What follows belongs to an exercise in optimizing a design on an open flow for small area, a short achievable clock period and few clock cycles per item; a production flow would make more cautious choices.
In this exercise RTL edits were held to simulation tests only and were not proved equivalent to the original.
No activity file was given, so power comes from the tool's default toggle rates.

## gaussian_elim_engine
module gaussian_elim_engine (
    input  logic        clk,
    input  logic        rst,
    input  logic        start,
    output logic        busy,
    output logic        done,
    output logic        c_rd_en,
    output logic [3:0]  c_rd_addr,
    input  logic [31:0] c_rd_data,
    output logic        a_rd_en,
    output logic [7:0]  a_rd_addr,
    input  logic [31:0] a_rd_data,
    output logic        b_rd_en,
    output logic [7:0]  b_rd_addr,
    input  logic [31:0] b_rd_data,
    output logic        st_en,
    output logic [7:0]  st_addr,
    output logic [31:0] st_data
);
    logic       busy_r, done_r, iss_r;
    logic [7:0] cnt_r;               
    logic       c_en_r;
    logic [3:0] c_addr_r;
    logic       v1_r, v2_r, v3_r;
    logic       me1_r, me2_r;        
    logic       z1_r, z2_r;          
    logic       f1_r, f2_r, f3_r;    
    logic       l1_r, l2_r, l3_r;    
    logic [7:0] ad1_r, ad2_r;
    logic       st_en_r;
    logic [7:0] st_addr_r;
    wire [3:0] cnt_row = cnt_r[4:1];
    wire [3:0] cnt_col = {cnt_r[7:5], cnt_r[0]};
    wire [7:0] cnt_nxt = cnt_r + 8'd1;
    wire       cnt_me  = (cnt_row <= cnt_col) && (cnt_row != 4'd15);
    always_ff @(posedge clk) begin
        if (rst) begin
            busy_r  <= 1'b0;
            done_r  <= 1'b0;
            iss_r   <= 1'b0;
            v1_r    <= 1'b0;
            v2_r    <= 1'b0;
            v3_r    <= 1'b0;
            l1_r    <= 1'b0;
  ...
Size in the first run: ~1900 cells after synthesis, ~290 flip-flops, about 170 I/O pins, ~21000 um^2 of cells after synthesis.
Settings: LEC_CHECK=0, CAP_MARGIN=5, CORE_MARGIN=2, CORE_UTILIZATION=40, SETUP_SLACK_MARGIN=5, SLEW_MARGIN=5, SYNTH_HIERARCHICAL=1, SYNTH_MINIMUM_KEEP_SIZE=0; clock period 10.0 ns.
standard.sh (not shown) runs the stock make flow with config.mk's settings and CLKGATE_MAP_FILE= SYNTH_SCRIPT=/design/flow/synth_recipe.tcl, a recipe that flattens the netlist after the stock synthesis.
==> flow/flow/run.sh <==
#!/bin/bash
# The standard layout (standard.sh) with two changes: the port buffers that
# ORFS adds are sky130_fd_sc_hd__buf_1 cells, and clock tree synthesis adds no
# dummy loads and clusters at most 40 sinks within 60 um.
set -euo pipefail
sed 's|"\${@:-finish}"|BUFFER_PORTS_ARGS="-buffer_cell sky130_fd_sc_hd__buf_1" CTS_ARGS="-sink_clustering_enable -repair_clock_nets -dont_use_dummy_load -sink_clustering_size 40 -sink_clustering_max_diameter 60" "${@:-finish}"|' standard.sh > standard_mod.sh
grep -q dont_use_dummy_load standard_mod.sh
bash standard_mod.sh > standard.log 2>&1
Testbench counts at the start, summed over its fixed seeds: cycles 16,696, runs 64.
Then changed:
==> flow/flow/run.sh (replaced) <==
#!/bin/bash
# The standard layout (standard.sh) with two changes: the port buffers that
# ORFS adds are sky130_fd_sc_hd__buf_1 cells, and clock tree synthesis adds no
# dummy loads.
set -euo pipefail
sed 's|"\${@:-finish}"|BUFFER_PORTS_ARGS="-buffer_cell sky130_fd_sc_hd__buf_1" CTS_ARGS="-sink_clustering_enable -repair_clock_nets -dont_use_dummy_load" "${@:-finish}"|' standard.sh > standard_mod.sh
grep -q dont_use_dummy_load standard_mod.sh
bash standard_mod.sh > standard.log 2>&1
- CAP_MARGIN: 5 -> 20
- SLEW_MARGIN: 5 -> 20
What happened: The new run passed the timing, design-rule and antenna checks. Synthesized cell count does not change. Routed wire length climbs by 0.60%. Fmax stays flat. Global-route usage climbs by 0.35 points. Worst setup slack degrades by 0.0099 ns. Die area stays the same. Via count climbs by 0.72%. First-iteration DRC count drops by 8.0%. Sequential power stays flat. Synthesized area stays the same.

---

run 1:
gaussian_elim_engine, a different RTL version from the one above (not shown whole).
For scale: roughly 1900 cells after synthesis, ~170 I/O pins, ~21000 um^2 of cells after synthesis.
## gaussian_elim_engine
module gaussian_elim_engine (
    input  logic        clk,
    input  logic        rst,
    input  logic        start,
    output logic        busy,
    output logic        done,
    output logic        c_rd_en,
    output logic [3:0]  c_rd_addr,
    input  logic [31:0] c_rd_data,
    output logic        a_rd_en,
    output logic [7:0]  a_rd_addr,
    input  logic [31:0] a_rd_data,
    output logic        b_rd_en,
    output logic [7:0]  b_rd_addr,
    input  logic [31:0] b_rd_data,
    output logic        st_en,
    output logic [7:0]  st_addr,
    output logic [31:0] st_data
);
export LEC_CHECK = 0
export CAP_MARGIN = 20
export CORE_MARGIN = 2
export CORE_UTILIZATION = 40
export CTS_BUF_LIST = sky130_fd_sc_hd__clkbuf_8
export SETUP_SLACK_MARGIN = 5
export SLEW_MARGIN = 20
export SYNTH_HIERARCHICAL = 1
export SYNTH_MINIMUM_KEEP_SIZE = 0
create_clock -name core_clock -period 10.0 [get_ports {clk}]
run.sh (not shown) runs the stock make flow with config.mk's settings and CLKGATE_MAP_FILE= SYNTH_SCRIPT=/design/flow/synth_recipe.tcl, a recipe that flattens the netlist after the stock synthesis.
Stock flow here: none of the scripts above is used.
Testbench counts of run 1, summed over its fixed seeds: cycles 16,696, runs 64.
> inputs changed (run 1 -> run 2)
Settings: removing CTS_BUF_LIST (formerly sky130_fd_sc_hd__clkbuf_8).
==> flow/flow/run.sh (new file) <==
#!/bin/bash
# The standard layout (standard.sh), with the port buffers that ORFS adds
# made of sky130_fd_sc_hd__buf_2 cells instead of the default pick.
set -euo pipefail
sed 's|"\${@:-finish}"|BUFFER_PORTS_ARGS="-buffer_cell sky130_fd_sc_hd__buf_2" "${@:-finish}"|' standard.sh > standard_bufports.sh
grep -q BUFFER_PORTS_ARGS standard_bufports.sh
bash standard_bufports.sh > standard.log 2>&1
==> flow/standard.sh (new file) <==
#!/bin/bash
# synth_recipe.tcl (not shown) runs the flow's synth.tcl, then flattens the netlist and writes it again
# the make line also repeats each setting of config.mk as NAME=value (left out here)
make -C /OpenROAD-flow-scripts/flow DESIGN_CONFIG=/design/flow/config.mk WORK_HOME=/design/flow/orfs CLKGATE_MAP_FILE= SYNTH_SCRIPT=/design/flow/synth_recipe.tcl "${@:-finish}"
removed: flow/run.sh
### Flow results
- Run 2: pre-CTS worst setup slack is 0.27 ns higher than what run 1 reported.
- Taking run 1 as the reference, in run 2 number of cells in the design after placement comparable; half-perimeter wire length after placement lower.
- Final setup slack of the worst path: run 2 better than run 1
The inputs of run 3 differ from those of run 2 as listed below.
==> flow/run.sh (new file) <==
#!/bin/bash
# synth_recipe.tcl (not shown) runs the flow's synth.tcl, then flattens the netlist and writes it again
# the make line also repeats each setting of config.mk as NAME=value (left out here)
make -C /OpenROAD-flow-scripts/flow DESIGN_CONFIG=/design/flow/config.mk WORK_HOME=/design/flow/orfs CLKGATE_MAP_FILE= SYNTH_SCRIPT=/design/flow/synth_recipe.tcl finish
removed: flow/flow/run.sh
removed: flow/standard.sh
Final critical-path required period in run 3 is 0.025 ns above run 2.
Looking at least setup slack across all paths after layout, run 3 sits 0.025 ns lower than run 2 does.
The higher sequential share of layout area came out of run 2.
Power share of the combinational group: higher on run 3
Critical path capture point = t1_r[30]$_DFF_P_: run 2; critical path capture point = t1_r[29]$_DFF_P_: run 3
When run 3 is set beside run 2, its clock network power share turns out to be 1.2 points smaller.
Delta (run 3 minus run 2): non-clock buffer count has decreased; global-route usage has decreased; area added between synthesis and finish has increased; final non-filler cell area has increased.

## afterwards: timing with drivers on the ports
How much do the figures lean on ideal ports? The routed layouts below were timed once more, with nothing changed but the port constraints.
Step 1: set_driving_cell puts a clkbuf_16 on clk and a buf_2 on each other input, an assumption about the parent block.
Step 2 times the ports against the registers' clock, not the clock port: input delays grow and output delays shrink by t, the midpoint of the rising clock arrivals with the driver on.
Slacks: ideal / step 1 / step 2; pairs: ideal / step 1.
run	t, ns	slack for setup (ns)	worst data-port slew with drivers (ns)	cell pins on the clock port's net
the first run of note 1	0.645	6.191 / 6.191 / 6.191	0.05	1
the second run of note 1	0.595	6.181 / 6.181 / 6.181	0.05	1
run 1	0.686	6.171 / 6.136 / 5.916	0.07	1
run 2	0.596	6.176 / 6.176 / 6.176	0.07	1
run 3	0.661	6.152 / 6.147 / 5.944	0.07	1
After both steps every run listed still meets setup and hold. For run 1, which loses most, drivers alone change the setup slack by -0.035 ns; drivers and shift together by -0.255 ns.
